Background: an optimization exercise with open tools, aiming at a short achievable clock period. Do not read the settings as production practice.
The RTL was checked by simulation tests, not by an equivalence proof against the original design.
Power and IR drop assume default switching activity.

<file path="run.sh">
#!/bin/bash
# synth_recipe.tcl (not shown) runs the flow's synth.tcl, then flattens the netlist and writes it again
# the make line also repeats each setting of config.mk as NAME=value (left out here)
make -C /OpenROAD-flow-scripts/flow DESIGN_CONFIG=/design/flow/config.mk WORK_HOME=/design/flow/orfs CLKGATE_MAP_FILE= SYNTH_SCRIPT=/design/flow/synth_recipe.tcl finish
</file>
<file path="config.mk">
export PLATFORM = sky130hd
export DESIGN_NAME = aipTop
export DESIGN_NICKNAME = aipTop
export VERILOG_FILES = /design/flow/design.v
export SDC_FILE = /design/flow/constraint.sdc
export NUM_CORES = 4
export LEC_CHECK = 0
export CAP_MARGIN = 20
export CORE_MARGIN = 2
export CORE_UTILIZATION = 40
export SETUP_SLACK_MARGIN = 2.5
export SLEW_MARGIN = 20
export SYNTH_HIERARCHICAL = 1
export SYNTH_MINIMUM_KEEP_SIZE = 0
</file>
<file path="constraint.sdc">
create_clock -name core_clock -period 5.1 [get_ports {clk}]
set_input_delay 1.0200 -clock core_clock [delete_from_list [all_inputs] [get_ports {clk}]]
set_output_delay 1.0200 -clock core_clock [all_outputs]
set_load 0.01 [all_outputs]
</file>
<file path="design.v">
`default_nettype none
package aipPkg;
  typedef enum logic [4:0] {
    MemIn0Data  = 5'd0,
    MemIn0Ptr   = 5'd1,
    MemIn1Data  = 5'd2,
    MemIn1Ptr   = 5'd3,
    MemOutData  = 5'd4,
    MemOutPtr   = 5'd5,
    ConfRegData = 5'd6,
    ConfRegPtr  = 5'd7,
    Status      = 5'd30,
    Id          = 5'd31
  } aipConfigE;
  typedef enum logic [1:0] {
    SelMemOut = 2'd0,
    SelZero   = 2'd1,
    SelStatus = 2'd2,
    SelId     = 2'd3
  } readSelE;
endpackage
`default_nettype wire
`default_nettype none
package memPkg;
  typedef logic [32-1:0] wordT;
  typedef logic [16-1:0] ptrT;
  localparam int StatBusyBit  = 0;
  localparam int StatDoneBit  = 8;
  localparam int StatIntEnBit = 16;
endpackage
`default_nettype wire
`default_nettype none
module aipInv (input logic a, output logic y);
  assign y = ~a;
endmodule
module aipNand2 (input logic a, input logic b, output logic y);
  assign y = ~(a & b);
endmodule
module aipNand3 (input logic a, input logic b, input logic c, output logic y);
  assign y = ~(a & b & c);
endmodule
module aipNand4 (input logic a, input logic b, input logic c, input logic d,
                 output logic y);
  assign y = ~(a & b & c & d);
endmodule
module aipNor2 (input logic a, input logic b, output logic y);
  assign y = ~(a | b);
endmodule
module aipAoi22 (input logic a1, input logic a2, input logic b1, input logic b2,
                 output logic y);
  assign y = ~((a1 & a2) | (b1 & b2));
endmodule
module aipDec32 (
  input  logic [4:0]  a,
  output logic [31:0] sel
);
  logic [4:0] an;
  logic [3:0] pn;
  logic [7:0] qn;
  for (genvar b = 0; b < 5; b++) begin : gInv
    aipInv uInv (.a(a[b]), .y(an[b]));
  end
  for (genvar k = 0; k < 4; k++) begin : gP
    aipNand2 uP (
      .a((k % 2) ? a[0] : an[0]),
      .b(((k / 2) % 2) ? a[1] : an[1]),
      .y(pn[k])
    );
  end
  for (genvar m = 0; m < 8; m++) begin : gQ
    aipNand3 uQ (
      .a((m % 2) ? a[2] : an[2]),
      .b(((m / 2) % 2) ? a[3] : an[3]),
      .c(((m / 4) % 2) ? a[4] : an[4]),
      .y(qn[m])
    );
  end
  for (genvar i = 0; i < 32; i++) begin : gSel
    aipNor2 uSel (.a(pn[i % 4]), .b(qn[i / 4]), .y(sel[i]));
  end
endmodule
module aipOr32 (
  input  logic [31:0] sel,
  input  logic [31:0] d,
  output logic        y
);
  logic [15:0] t;
  logic [3:0]  u;
  logic [1:0]  v;
  for (genvar i = 0; i < 16; i++) begin : gT
    aipAoi22 uT (.a1(sel[2*i]), .a2(d[2*i]), .b1(sel[2*i+1]), .b2(d[2*i+1]), .y(t[i]));
  end
  for (genvar i = 0; i < 4; i++) begin : gU
    aipNand4 uU (.a(t[4*i]), .b(t[4*i+1]), .c(t[4*i+2]), .d(t[4*i+3]), .y(u[i]));
  end
  for (genvar i = 0; i < 2; i++) begin : gV
    aipNor2 uV (.a(u[2*i]), .b(u[2*i+1]), .y(v[i]));
  end
  aipNand2 uY (.a(v[0]), .b(v[1]), .y(y));
endmodule
`default_nettype wire
`default_nettype none
module aipNor3 (input logic a, input logic b, input logic c, output logic y);
  assign y = ~(a | b | c);
endmodule
module aipAnd3 (input logic a, input logic b, input logic c, output logic y);
  assign y = a & b & c;
endmodule
module aipDec64 (
  input  logic [5:0]  a,
  output logic [63:0] sel
);
  logic [5:0] an;
  logic [2:0][3:0] pn;
  for (genvar b = 0; b < 6; b++) begin : gInv
    aipInv uInv (.a(a[b]), .y(an[b]));
  end
  for (genvar g = 0; g < 3; g++) begin : gGrp
    for (genvar k = 0; k < 4; k++) begin : gP
      aipNand2 uP (
        .a((k % 2) ? a[2*g] : an[2*g]),
        .b(((k / 2) % 2) ? a[2*g+1] : an[2*g+1]),
        .y(pn[g][k])
      );
    end
  end
  for (genvar i = 0; i < 64; i++) begin : gSel
    aipNor3 uSel (.a(pn[0][i % 4]), .b(pn[1][(i / 4) % 4]), .c(pn[2][i / 16]), .y(sel[i]));
  end
endmodule
module aipOr64 (
  input  logic [63:0] sel,
  input  logic [63:0] d,
  output logic        y
);
  logic [31:0] t;
  logic [7:0]  u;
  logic [3:0]  v;
  for (genvar i = 0; i < 32; i++) begin : gT
    aipAoi22 uT (.a1(sel[2*i]), .a2(d[2*i]), .b1(sel[2*i+1]), .b2(d[2*i+1]), .y(t[i]));
  end
  for (genvar i = 0; i < 8; i++) begin : gU
    aipNand4 uU (.a(t[4*i]), .b(t[4*i+1]), .c(t[4*i+2]), .d(t[4*i+3]), .y(u[i]));
  end
  for (genvar i = 0; i < 4; i++) begin : gV
    aipNor2 uV (.a(u[2*i]), .b(u[2*i+1]), .y(v[i]));
  end
  aipNand4 uY (.a(v[0]), .b(v[1]), .c(v[2]), .d(v[3]), .y(y));
endmodule
`default_nettype wire
`default_nettype none
module aipPre32 (
  input  logic [4:0] a,
  output logic [3:0] pn,
  output logic [7:0] qn
);
  logic [4:0] an;
  for (genvar b = 0; b < 5; b++) begin : gInv
    aipInv uInv (.a(a[b]), .y(an[b]));
  end
  for (genvar k = 0; k < 4; k++) begin : gP
    aipNand2 uP (
      .a((k % 2) ? a[0] : an[0]),
      .b(((k / 2) % 2) ? a[1] : an[1]),
      .y(pn[k])
    );
  end
  for (genvar m = 0; m < 8; m++) begin : gQ
    aipNand3 uQ (
      .a((m % 2) ? a[2] : an[2]),
      .b(((m / 2) % 2) ? a[3] : an[3]),
      .c(((m / 4) % 2) ? a[4] : an[4]),
      .y(qn[m])
    );
  end
endmodule
module aipSel32 (
  input  logic [3:0]  pn,
  input  logic [7:0]  qn,
  output logic [31:0] sel
);
  for (genvar i = 0; i < 32; i++) begin : gSel
    aipNor2 uSel (.a(pn[i % 4]), .b(qn[i / 4]), .y(sel[i]));
  end
endmodule
`default_nettype wire
`default_nettype none
module aipTop (
  input  logic                      clk,
  input  logic                      rst,
  input  logic                      en_i,
  input  logic [32-1:0] dataInAIP_i,
  output logic [32-1:0] dataOutAIP_o,
  input  logic [4:0]                configAIP_i,
  input  logic                      readAIP_i,
  input  logic                      writeAIP_i,
  input  logic                      startAIP_i,
  output logic                      intAIP_o,
  input  logic [16-1:0]  rdAddrMemIn0_i,
  input  logic [16-1:0]  rdAddrMemIn1_i,
  output logic [32-1:0] rdDataMemIn0_o,
  output logic [32-1:0] rdDataMemIn1_o,
  input  logic                      wrEnMemOut_i,
  input  logic [16-1:0]  wrAddrMemOut_i,
  input  logic [32-1:0] wrDataMemOut_i,
  output logic [32-1:0] rdDataConfigReg_o,
  input  logic                      statusBusy_i,
  input  logic                      coreDone_i,
  output logic                      startIPcore_o
);
  localparam int InWords  = 2**5;
  localparam int OutWords = 2**6;
  typedef logic [32-1:0] wordT;
  assign startIPcore_o = startAIP_i;    
  logic wrMemIn0, wrMemIn1, wrConf, setPtr0, setPtr1, setPtrOut, setConfPtr;
  logic rdMemOut, setStatus;
  assign wrMemIn0   = writeAIP_i && (configAIP_i == 5'd0);
  assign setPtr0    = writeAIP_i && (configAIP_i == 5'd1);
  assign wrMemIn1   = writeAIP_i && (configAIP_i == 5'd2);
  assign setPtr1    = writeAIP_i && (configAIP_i == 5'd3);
  assign rdMemOut   = readAIP_i  && (configAIP_i == 5'd4);
  assign setPtrOut  = writeAIP_i && (configAIP_i == 5'd5);
  assign wrConf     = writeAIP_i && (configAIP_i == 5'd6);
  assign setConfPtr = writeAIP_i && (configAIP_i == 5'd7);
  assign setStatus  = writeAIP_i && (configAIP_i == 5'd30);
  logic [5-1:0]  memIn0Ptr;
  logic [5-1:0]  memIn1Ptr;
  logic [6-1:0] memOutPtr;
  logic                             confPtr;
  always_ff @(posedge clk or negedge rst) begin
    if (!rst) begin
      memIn0Ptr <= '0;
      memIn1Ptr <= '0;
      memOutPtr <= '0;
      confPtr   <= 1'b0;
    end else if (en_i) begin
      if (setPtr0) begin
        memIn0Ptr <= dataInAIP_i[5-1:0];
      end else if (wrMemIn0) begin
        memIn0Ptr <= memIn0Ptr + 1'b1;
      end
      if (setPtr1) begin
        memIn1Ptr <= dataInAIP_i[5-1:0];
      end else if (wrMemIn1) begin
        memIn1Ptr <= memIn1Ptr + 1'b1;
      end
      if (setPtrOut) begin
        memOutPtr <= dataInAIP_i[6-1:0];
      end else if (rdMemOut) begin
        memOutPtr <= memOutPtr + 1'b1;
      end
      if (setConfPtr) begin
        confPtr <= dataInAIP_i[0];
      end else if (wrConf) begin
        confPtr <= 1'b0;
      end
    end
  end
  logic [InWords*32-1:0]  memIn0;
  logic [InWords*32-1:0]  memIn1;
  logic [OutWords*32-1:0] memOut;
  for (genvar i = 0; i < InWords; i++) begin : gIn
    always_ff @(posedge clk) begin
      if (wrMemIn0 && memIn0Ptr == i) begin
        memIn0[i*32 +: 32] <= dataInAIP_i;
      end
      if (wrMemIn1 && memIn1Ptr == i) begin
        memIn1[i*32 +: 32] <= dataInAIP_i;
      end
    end
  end
  for (genvar i = 0; i < OutWords; i++) begin : gOut
    always_ff @(posedge clk) begin
      if (wrEnMemOut_i && wrAddrMemOut_i[6-1:0] == i) begin
        memOut[i*32 +: 32] <= wrDataMemOut_i;
      end
    end
  end
  localparam int RdGroup  = 2;
  localparam int RdGroups = 32 / RdGroup;
  logic [3:0] preP0;
  logic [7:0] preQ0;
  logic [3:0] preP1;
  logic [7:0] preQ1;
  aipPre32 uPre0 (.a(rdAddrMemIn0_i[5-1:0]), .pn(preP0), .qn(preQ0));
  aipPre32 uPre1 (.a(rdAddrMemIn1_i[5-1:0]), .pn(preP1), .qn(preQ1));
  for (genvar g = 0; g < RdGroups; g++) begin : gRdGrp
    logic [InWords-1:0] selIn0;
    logic [InWords-1:0] selIn1;
    aipSel32 uSel0 (.pn(preP0), .qn(preQ0), .sel(selIn0));
    aipSel32 uSel1 (.pn(preP1), .qn(preQ1), .sel(selIn1));
    for (genvar b = g*RdGroup; b < (g+1)*RdGroup; b++) begin : gRd
      logic [InWords-1:0] col0;
      logic [InWords-1:0] col1;
      for (genvar i = 0; i < InWords; i++) begin : gCol
        assign col0[i] = memIn0[i*32 + b];
        assign col1[i] = memIn1[i*32 + b];
      end
      aipOr32 uRd0 (.sel(selIn0), .d(col0), .y(rdDataMemIn0_o[b]));
      aipOr32 uRd1 (.sel(selIn1), .d(col1), .y(rdDataMemIn1_o[b]));
    end
  end
  logic [6-1:0] ptrNext;
  logic [6-1:0] wrAddrOut;
  logic [OutWords-1:0] selNext;
  wordT memRd;
  wordT memNext;
  wordT rdNext;
  wordT rdReg;
  logic rdOk;
  assign wrAddrOut = wrAddrMemOut_i[6-1:0];
  assign memRd     = rdOk ? rdReg : memOut[32-1:0];
  always_comb begin
    if (en_i && setPtrOut) begin
      ptrNext = dataInAIP_i[6-1:0];
    end else if (en_i && rdMemOut) begin
      ptrNext = memOutPtr + 1'b1;
    end else begin
      ptrNext = memOutPtr;
    end
  end
  aipDec64 uDecNext (.a(ptrNext), .sel(selNext));
  for (genvar b = 0; b < 32; b++) begin : gRdOut
    logic [OutWords-1:0] col;
    for (genvar i = 0; i < OutWords; i++) begin : gCol
      assign col[i] = memOut[i*32 + b];
    end
    aipOr64 uRd (.sel(selNext), .d(col), .y(memNext[b]));
  end
  assign rdNext = (wrEnMemOut_i && wrAddrOut == ptrNext) ? wrDataMemOut_i : memNext;
  always_ff @(posedge clk) begin
    rdReg <= rdNext;
  end
  always_ff @(posedge clk or negedge rst) begin
    if (!rst) begin
      rdOk <= 1'b0;
    end else begin
      rdOk <= 1'b1;
    end
  end
  always_ff @(posedge clk or negedge rst) begin
    if (!rst) begin
      rdDataConfigReg_o <= '0;
    end else if (wrConf && !confPtr) begin
      rdDataConfigReg_o <= dataInAIP_i;
    end
  end
  logic doneQ;
  logic donePend;
  logic intEn;
  always_ff @(posedge clk or negedge rst) begin
    if (!rst) begin
      doneQ    <= 1'b0;
      donePend <= 1'b0;
      intEn    <= 1'b0;
    end else begin
      doneQ <= coreDone_i;
      if (coreDone_i && !doneQ) begin
        donePend <= 1'b1;    
      end else if (setStatus && dataInAIP_i[memPkg::StatDoneBit]) begin
        donePend <= 1'b0;
      end
      if (setStatus) begin
        intEn <= dataInAIP_i[memPkg::StatIntEnBit];
      end
    end
  end
  assign intAIP_o = donePend && intEn;
  logic cfgMemOut;
  logic cfgStatus;
  logic cfgIdN;
  logic selRdReg;
  logic selMem0;
  wordT statusWord;
  logic cfgLowZero;
  logic cfgHigh;
  aipNor3 uCfgLow (.a(configAIP_i[4]), .b(configAIP_i[3]), .c(configAIP_i[1]), .y(cfgLowZero));
  assign cfgMemOut = cfgLowZero && configAIP_i[2] && !configAIP_i[0];
  aipAnd3 uSelRd (.a(cfgLowZero), .b(configAIP_i[2] && !configAIP_i[0]), .c(rdOk), .y(selRdReg));
  aipAnd3 uSelM0 (.a(cfgLowZero), .b(configAIP_i[2] && !configAIP_i[0]), .c(!rdOk), .y(selMem0));
  assign cfgHigh   = &configAIP_i[4:1];
  assign cfgStatus = cfgHigh && !configAIP_i[0];
  assign cfgIdN    = !(cfgHigh && configAIP_i[0]);
  always_comb begin
    statusWord = '0;
    statusWord[memPkg::StatBusyBit]  = statusBusy_i;
    statusWord[memPkg::StatDoneBit]  = donePend;
    statusWord[memPkg::StatIntEnBit] = intEn;
  end
  for (genvar b = 0; b < 32; b++) begin : gOutBit
    logic memN;
    aipAoi22 uMem (.a1(selRdReg), .a2(rdReg[b]), .b1(selMem0), .b2(memOut[b]), .y(memN));
    if (b == memPkg::StatBusyBit || b == memPkg::StatDoneBit || b == memPkg::StatIntEnBit) begin : gSt
      logic stN;
      aipNand2 uSt (.a(cfgStatus), .b(statusWord[b]), .y(stN));
      aipNand2 uOut (.a(memN), .b(stN), .y(dataOutAIP_o[b]));
    end else if (((32'h1000500A >> b) & 1) == 1) begin : gId
      aipNand2 uOut (.a(memN), .b(cfgIdN), .y(dataOutAIP_o[b]));
    end else begin : gPlain
      aipInv uOut (.a(memN), .y(dataOutAIP_o[b]));
    end
  end
endmodule
`default_nettype wire
</file>
==> flow_summary.json, run 1 <==
{
  "ys_types": 55,
  "total_power_mw": 77.4,
  "drt_wl_total_um": 501000,
  "netlist_area_um2": 163000,
  "ys.flop_type": "edfxtp_1",
  "slew_viol_final": 0,
  "tightest_slew_ps": 979,
  "ff2ff_setup_slack_ps": 1500,
  "worst_setup_path_end_kind": "output port",
  "ant_nets": 0,
  "power_leakage_nw": 64.7,
  "p_per_area_nw_per_um2": 371,
  "first_pass_iters": 6,
  "cts.reportedPaths.clkPinSlew_ps": 60,
  "vias": 96480,
  "insertion_delay_ps": 1000,
  "syn-num-nets": 8887,
  "yosysSeqAreaShare_pct": 76.6,
  "avgSynthCellArea_um2": 18.6,
  "die_h_um": 643,
  "post-route-util_pct": 51.3,
  "fin_skew_ps": 101,
  "rsz0062_at_grt": "yes",
  "fin_crit_sh_pct": 76.9,
  "fmax_mhz": 255,
  "gp_congestion": 0.863,
  "core_area_um2": 406000,
  "port_buffers": 221,
  "path_class": "primary input to output port",
  "grt_pass1_wl_um": 673000,
  "layout-drive-gt1-share_pct": 45.9,
  "required_ps": 4080,
  "grt-ovfl-total": 0,
  "relSlewSlack_pct": 34.7,
  "antenna_found_initial": 28,
  "path_max_fanout": 5,
  "most-common-layout-cells": "edfxtp_1 (4096), a22oi_2 (2080), nor2_1 (925)",
  "final_nets": 10910,
  "cts_buffer_depth": 4,
  "root_buffer": "clkbuf_16",
  "start_util_pct": 40.2,
  "first_global_vias": 94275,
  "grt_max_degree": 68,
  "outcome": "no timing/DRC/antenna violations",
  "synth_edf_count": 4096,
  "timing.hold.worst.class": "primary input to async pin",
  "ys_warn_count": 7,
  "setup_viol": 0,
  "cp-start-kind": "primary input",
  "num_io_pins": 256,
  "synthArstFlopShare_pct": 1.27,
  "yosys_register_bits": 4181,
  "tns_ps": 0,
  "drt_iter0_drc": 10568,
  "die_w_um": 643,
  "ctsHoldBuffers": 0,
  "vdd_drop_max_mv": 0.313,
  "cts_sinks": 4181,
  "r2r-start": "memOutPtr[1]",
  "cts_made_buffers": 423,
  "syn_inst": 8748,
  "fin_crit_ps": 3920,
  "area_delta_synth_final_pct": 27.8,
  "h-tree-depth": 5,
  "final_common_cell": "edfxtp_1",
  "rows": 234,
  "cts_tree": "done",
  "reg2reg_to": "rdReg[26]",
  "vias_per_cell": 5.83,
  "wl_per_cell_um": 30.3,
  "rr_worst_depth": 19,
  "critPathArrivalTime_ps": 2900,
  "hold_viol_final": 0,
  "drv_cap": 0,
  "detailed_place_hpwl_um": 283000,
  "grt_usage_pct": 22.4,
  "die_area_um2": 413000,
  "drc": 0
}
how the worst max path moves through the flow:
stage                       from                end  slack, ps
2_1_floorplan     configAIP_i[1]           rdReg[0]         -6
3_3_place_gp      configAIP_i[1]           rdReg[7]       -570
3_5_place_dp      configAIP_i[1]           rdReg[7]       -530
4_1_cts           configAIP_i[3]    dataOutAIP_o[1]       1200
5_1_grt        rdAddrMemIn1_i[4]  rdDataMemIn1_o[2]       1110
6_report       rdAddrMemIn1_i[4]  rdDataMemIn1_o[5]       1180
per-module statistics from Yosys, one instance, submodules excluded, a selection:
module	cells	flops+latches	cell area (um^2)	copies in the design
aipTop	4626	4181	128000	1
aipAoi22	1	0	12.5	2080
aipNor3	1	0	10.0	65
aipAnd3	1	0	6.26	2
aipNand4	1	0	6.26	544
aipNand3	1	0	5.00	16
aipNand2	1	0	3.75	95
aipNor2	1	0	3.75	1280
per-layer routing:
metal	part of all wire, %	up-vias	global-route usage [%]	wire length, um
met4	3.7	12	7.25	18600
met5	0.016	-	0	82
met2	49	4330	37.9	247000
met1	39	50586	29.7	198000
li1	-	40707	-	-
met3	7.6	845	3.56	37900
area by class of cell:
class | instances | area (um^2)
fillers | 32008 | 198000
inverters | 57 | 270
repair buffers | 1613 | 20500
clock inverters | 257 | 2740
flip-flops and latches | 4181 | 125000
multi-input cells | 4495 | 42200
diodes | 17 | 42.5
well taps | 5428 | 6790
clock buffers | 511 | 11000
cells by family (layout without fill, tap and decap cells):
family	Yosys count	in the layout	synth area share, %
AO/OA/AOI/OAI	2137	2137	16.2
XOR/XNOR	2	2	0.0107
adder cells (fa/ha/maj)	13	13	0.0997
buffers and inverters	86	2438	0.217
flip-flops	4181	4181	76.6
multiplexers	65	65	0.449
other	1	18	0.00230
AND/OR/NAND/NOR	2263	2277	6.43
power breakdown:
group          switching, mW  leakage, nW  internal, mW
Combinational           4.83         20.2          3.34
Clock                   13.2         6.70          17.7
Sequential             0.260         37.8          38.1
worst max-delay path, stage by stage:
cell and delay [ps]:
buf_8 90, clkinvlp_4 120, buf_12 180, nand3_4 110
buf_12 160, buf_12 120, buf_12 100, buf_16 120
nor2_2 60, a22oi_2 170, nand4_1 200, nor2_4 230
nand2_4 100, buf_6 130
flip-flops by register name, summed over array words and instances (netlist names), 5 cells and up:
signal and cells:
memIn0 1024, memIn0Ptr 5, memIn1 1024, memIn1Ptr 5
memOut 2048, memOutPtr 6, rdDataConfigReg_o 32, rdReg 32
Yosys cell counts (all sizes together) (2+ instances only):
master / count / area (um^2)
dfxtp: 32 / 641
mux2: 65 / 732
a21o: 3 / 22.5
o21ai: 15 / 78.8
nand2b: 7 / 43.8
nand3: 37 / 185
nand2: 143 / 537
o221a: 4 / 45.0
or3: 4 / 25.0
inv: 57 / 214
nand4: 549 / 3430
a2bb2oi: 3 / 26.3
clkbuf: 17 / 63.8
and3: 7 / 43.8
a21oi: 16 / 80.1
buf: 12 / 76.3
xnor2: 2 / 17.5
a221oi: 2 / 17.5
or2: 3 / 18.8
nor2b: 4 / 25.0
o221ai: 2 / 17.5
ha: 13 / 163
edfxtp: 4096 / 123000
nor2: 1417 / 5320
o22ai: 3 / 18.8
dfrtp: 53 / 1330
nor4: 5 / 37.5
and2: 8 / 50.1
a22oi: 2080 / 26000
nor3: 72 / 697
metrics by stage:
step	instance area, um^2	hold WS (ps)	std cells	setup slack (ps)
3_3_place_gp	182000	425	15061	-573
3_5_place_dp	182000	418	15061	-529
6_report	209000	166	16559	1180
4_1_cts	200000	128	16060	1200
2_1_floorplan	164000	400	8748	-5.67
5_1_grt	208000	208	16547	1110
timing repair:
| item | in CTS | in global routing |
|---|---|---|
| gates cloned | 57 | 83 |
| resized for setup | 739 | 1009 |
| setup buffers | 174 | 398 |
| endpoints found under the setup margin | 3813 | 4013 |
| pin swaps | 262 | 687 |
==> run 2, diff against run 1 <==
--- a/design.v
+++ b/design.v
@@ -276,7 +276,7 @@
       end
     end
   end
-  localparam int RdGroup  = 2;
+  localparam int RdGroup  = 8;
   localparam int RdGroups = 32 / RdGroup;
   logic [3:0] preP0;
   logic [7:0] preQ0;
==> run 2 against run 1 <==
Compared with the run above:
- routed wire length down 6.3%
- clock power down 2%
- first-iteration DRC count down 2.9%
- fmax up 2.2%
- synthesized cell count down 8.8%
- via count down 6.5%
- sequential cell count unchanged
- global-route usage down 0.51 points
- synthesized area down 1.8%
- clock skew down 45 ps
==> flow_summary.json, run 2 <==
{
  "outcome": "no timing/DRC/antenna violations",
  "placed_cells": 14242,
  "rows": 232,
  "required_ps": 4080,
  "seqCellArea_um2": 125000,
  "first_pass_iters": 5,
  "slew_viol_final": 0,
  "vias_per_cell": 5.74,
  "synthTopCellsByCount": "edfxtp_1 (4096), a22oi_2 (2080), nor2_1 (649)",
  "final_common_cell": "edfxtp_1",
  "die_h_um": 637,
  "drt_wl_total_um": 469000,
  "reg2reg_to": "rdReg[3]",
  "most-common-layout-cells": "edfxtp_1 (4096), a22oi_2 (2080), buf_4 (838)",
  "largest_reg_flops": 2048,
  "cts_tree": "done",
  "ff2ff_setup_slack_ps": 1510,
  "ant_nets": 0,
  "worst_setup_path_end_kind": "output port",
  "power_leakage_nw": 63.1,
  "ys_warn_count": 7,
  "setup_viol": 0,
  "min_path_cells": 1,
  "multi_input_area_um2": 39700,
  "timing.hold.worst.class": "primary input to flop",
  "yosys_register_bits": 4181,
  "cp-start-kind": "primary input",
  "gp_congestion": 0.819,
  "first_global_vias": 88140,
  "cp_slowest_stage_delay_ps": 310,
  "yosysTopAreaCell": "edfxtp_1",
  "final_nets": 10236,
  "grt-ovfl-total": 0,
  "ys_types": 55,
  "area_delta_synth_final_pct": 27.5,
  "start_util_pct": 40.1,
  "avgSynthCellArea_um2": 20.1,
  "path_max_fanout": 5,
  "core_area_um2": 399000,
  "rsz0062_at_grt": "yes",
  "fmax_mhz": 261,
  "fin_crit_sh_pct": 75.2,
  "relSlewSlack_pct": 22.2,
  "grt_usage_pct": 21.9,
  "synth-compound-area-share_pct": 16.5,
  "port_buffers": 221,
  "synth.top_cell.area_share_pct": 76.8,
  "ys.flop_type": "edfxtp_1",
  "synth_edf_count": 4096,
  "cts_sinks": 4181,
  "die_w_um": 637,
  "largest_registers": "memOut: 2048 flops, memIn0: 1024 flops, memIn1: 1024 flops",
  "drc": 0,
  "hold_viol_final": 0,
  "crit_slowest_cell": "nand4_1",
  "detailed_place_hpwl_um": 286000,
  "root_buffer": "clkbuf_16",
  "netlist_area_um2": 160000,
  "synth_most_common_cell": "edfxtp_1",
  "drt_iter0_drc": 10263,
  "synth_top_family_by_area": "compound AO/OA/AOI/OAI gates",
  "synth-xor-area-share_pct": 0.0109,
  "insertion_delay_ps": 1000,
  "antenna_found_initial": 38,
  "hp-start": "dataInAIP_i[5]",
  "cts_buffer_depth": 4,
  "num_io_pins": 256,
  "cts_made_buffers": 421,
  "fin_crit_ps": 3840,
  "layout-drive-gt1-share_pct": 49.8,
  "yosysSeqAreaShare_pct": 78.0,
  "wl_per_cell_um": 29.8,
  "critPathArrivalTime_ps": 2820,
  "yosys.area_share.simple_pct": 4.74,
  "vias": 90189,
  "p_per_area_nw_per_um2": 373,
  "holdPathEnd": "memIn1[165]",
  "syn-num-nets": 8119,
  "h-tree-depth": 5,
  "regMostFlops": "memOut",
  "syn_inst": 7980,
  "synthArstFlopShare_pct": 1.27,
  "path_cells": "buf_8, inv_4, nand3_4, buf_12, buf_4, nor2_4, buf_4, a22oi_2, nand4_1, nor2_4, nand2_2, buf_6",
  "tightest_slew_ps": 1170,
  "layout.cells.non_filler": 15723,
  "path_class": "primary input to output port",
  "r2r-start": "memOutPtr[0]",
  "holdWs_ps": 294,
  "vdd_drop_max_mv": 0.315,
  "yosys.area_share.adder_pct": 0.102,
  "fillers": 31168,
  "cts.reportedPaths.clkPinSlew_ps": 60,
  "die_area_um2": 406000,
  "grt_pass1_wl_um": 644000,
  "netlist_top_cells_area": "edfxtp_1 (77%), a22oi_2 (16%), nand4_1 (2.1%), nor2_1 (1.5%), dfrtp_1 (0.83%)",
  "grt_max_degree": 67,
  "synth_mux_area_share_pct": 0.457,
  "drv_cap": 0,
  "fin_skew_ps": 56.4,
  "rr_worst_depth": 19
}
-- run 2: final cells by class --
type / instances / area share, %
antenna: 10 / 0.0122
inverter: 57 / 0.150
timing repair buffer: 1719 / 9.35
clock inverter: 219 / 1.07
sequential: 4181 / 61.2
multi-input combinational: 3717 / 19.4
tap: 5265 / 3.22
clock buffer: 555 / 5.57
-- run 2: logic make-up after synthesis --
kind of cell / count (synthesis)
buffers and inverters: 86
adders and majority gates: 13
muxes: 65
and+or+nand+nor: 1495
DFF: 4181
AOI/OAI and AO/OA: 2137
other: 1
xor gates and xnor gates: 2
-- run 2: metal layers --
| metal | GRT usage [%] | vias to the layer above | share of wire [%] |
|---|---|---|---|
| met4 | 6.85 | 10 | 3.4 |
| met2 | 36.6 | 3707 | 49 |
| met5 | 0 | - | 0.014 |
| met3 | 2.92 | 759 | 7.0 |
| met1 | 29.8 | 47179 | 40 |
| li1 | - | 38534 | - |
-- run 2: repair_timing --
action | 4_1_cts | 5_1_grt
hold buffers | 1 | 0
setup endpoints to repair | 2757 | 3445
buffers inserted | 197 | 457
gates resized for setup | 852 | 1190
endpoints found under the hold margin | 14 | 0
cloned | 11 | 31
pin swaps | 202 | 706
-- run 2: critical path: cells and delay by family --
family,cells,cell delay (ps)
compound gates,1,150
simple gates,5,880
buf+inv,6,750
-- run 2: through the flow --
step	util [%]	setup WS (ps)	TNS [ps]	power, mW	instance area (um^2)
after floorplan	-	-5.67	-159	41.1	160000
after global placement	44.6	-225	-8130	45.0	178000
after detailed placement	44.6	-239	-7860	45.1	178000
after CTS	49.3	978	0	75.6	197000
after global routing	51.2	1250	0	78.2	204000
final	51.2	1260	0	76.3	204000
-- run 2: modules after synthesis, one instance, submodules excluded, a selection --
module | times used | area [um^2] | flip-flops and latches
aipTop | 1 | 128000 | 4181
aipAoi22 | 2080 | 12.5 | 0
aipNor3 | 65 | 10.0 | 0
aipAnd3 | 2 | 6.26 | 0
aipNand4 | 544 | 6.26 | 0
aipNand3 | 16 | 5.00 | 0
aipInv | 40 | 3.75 | 0
aipNand2 | 95 | 3.75 | 0
aipNor2 | 512 | 3.75 | 0
-- run 2: worst max-delay path by stage --
| stage | from | end | slack [ps] | cells after the start |
|---|---|---|---|---|
| after floorplan | configAIP_i[1] | rdReg[0] | -6 | 11 |
| after global placement | en_i | rdReg[5] | -220 | 16 |
| after detailed placement | rdAddrMemIn0_i[2] | rdDataMemIn0_o[24] | -240 | 11 |
| after CTS | configAIP_i[1] | dataOutAIP_o[26] | 980 | 9 |
| after global routing | rdAddrMemIn1_i[1] | rdDataMemIn1_o[27] | 1250 | 14 |
| final | rdAddrMemIn1_i[2] | rdDataMemIn1_o[20] | 1260 | 12 |
-- run 2: report_power, final --
part           switching (mW)  internal, mW  leakage, nW
combinational            4.52          3.04         18.7
sequential              0.194          38.1         37.8
clock                    13.0          17.4         6.62

## separate check: timing with driven ports
In the flow no input, the clock included, has a driving cell. The finished layouts below were timed again as built, in two steps. Step 1 sets driving cells, clkbuf_16 on the clock port and buf_2 on the other inputs (assumed; they add their load-dependent delay and slew). Step 2, shift: input delay + t, output delay - t, t = (earliest + latest rising clock arrival at the registers) / 2. This alone moves slack from input paths to output paths. Slacks: no drivers / after step 1 / after step 2; pairs: no drivers / after step 1.
run | t, ns | setup WS [ns] | clock arrival spread, ns | worst register clock-pin slew, ns
run 1 | 1.058 | 1.179 / 1.130 / 0.269 | 0.152 / 0.153 | 0.07 / 0.07
run 2 | 1.085 | 1.262 / 1.191 / 0.306 | 0.080 / 0.080 | 0.07 / 0.07
After both steps setup and hold are still met in every run listed. The setup slack of run 2, which loses most, moves by -0.071 ns with the drivers and by -0.956 ns with both steps.
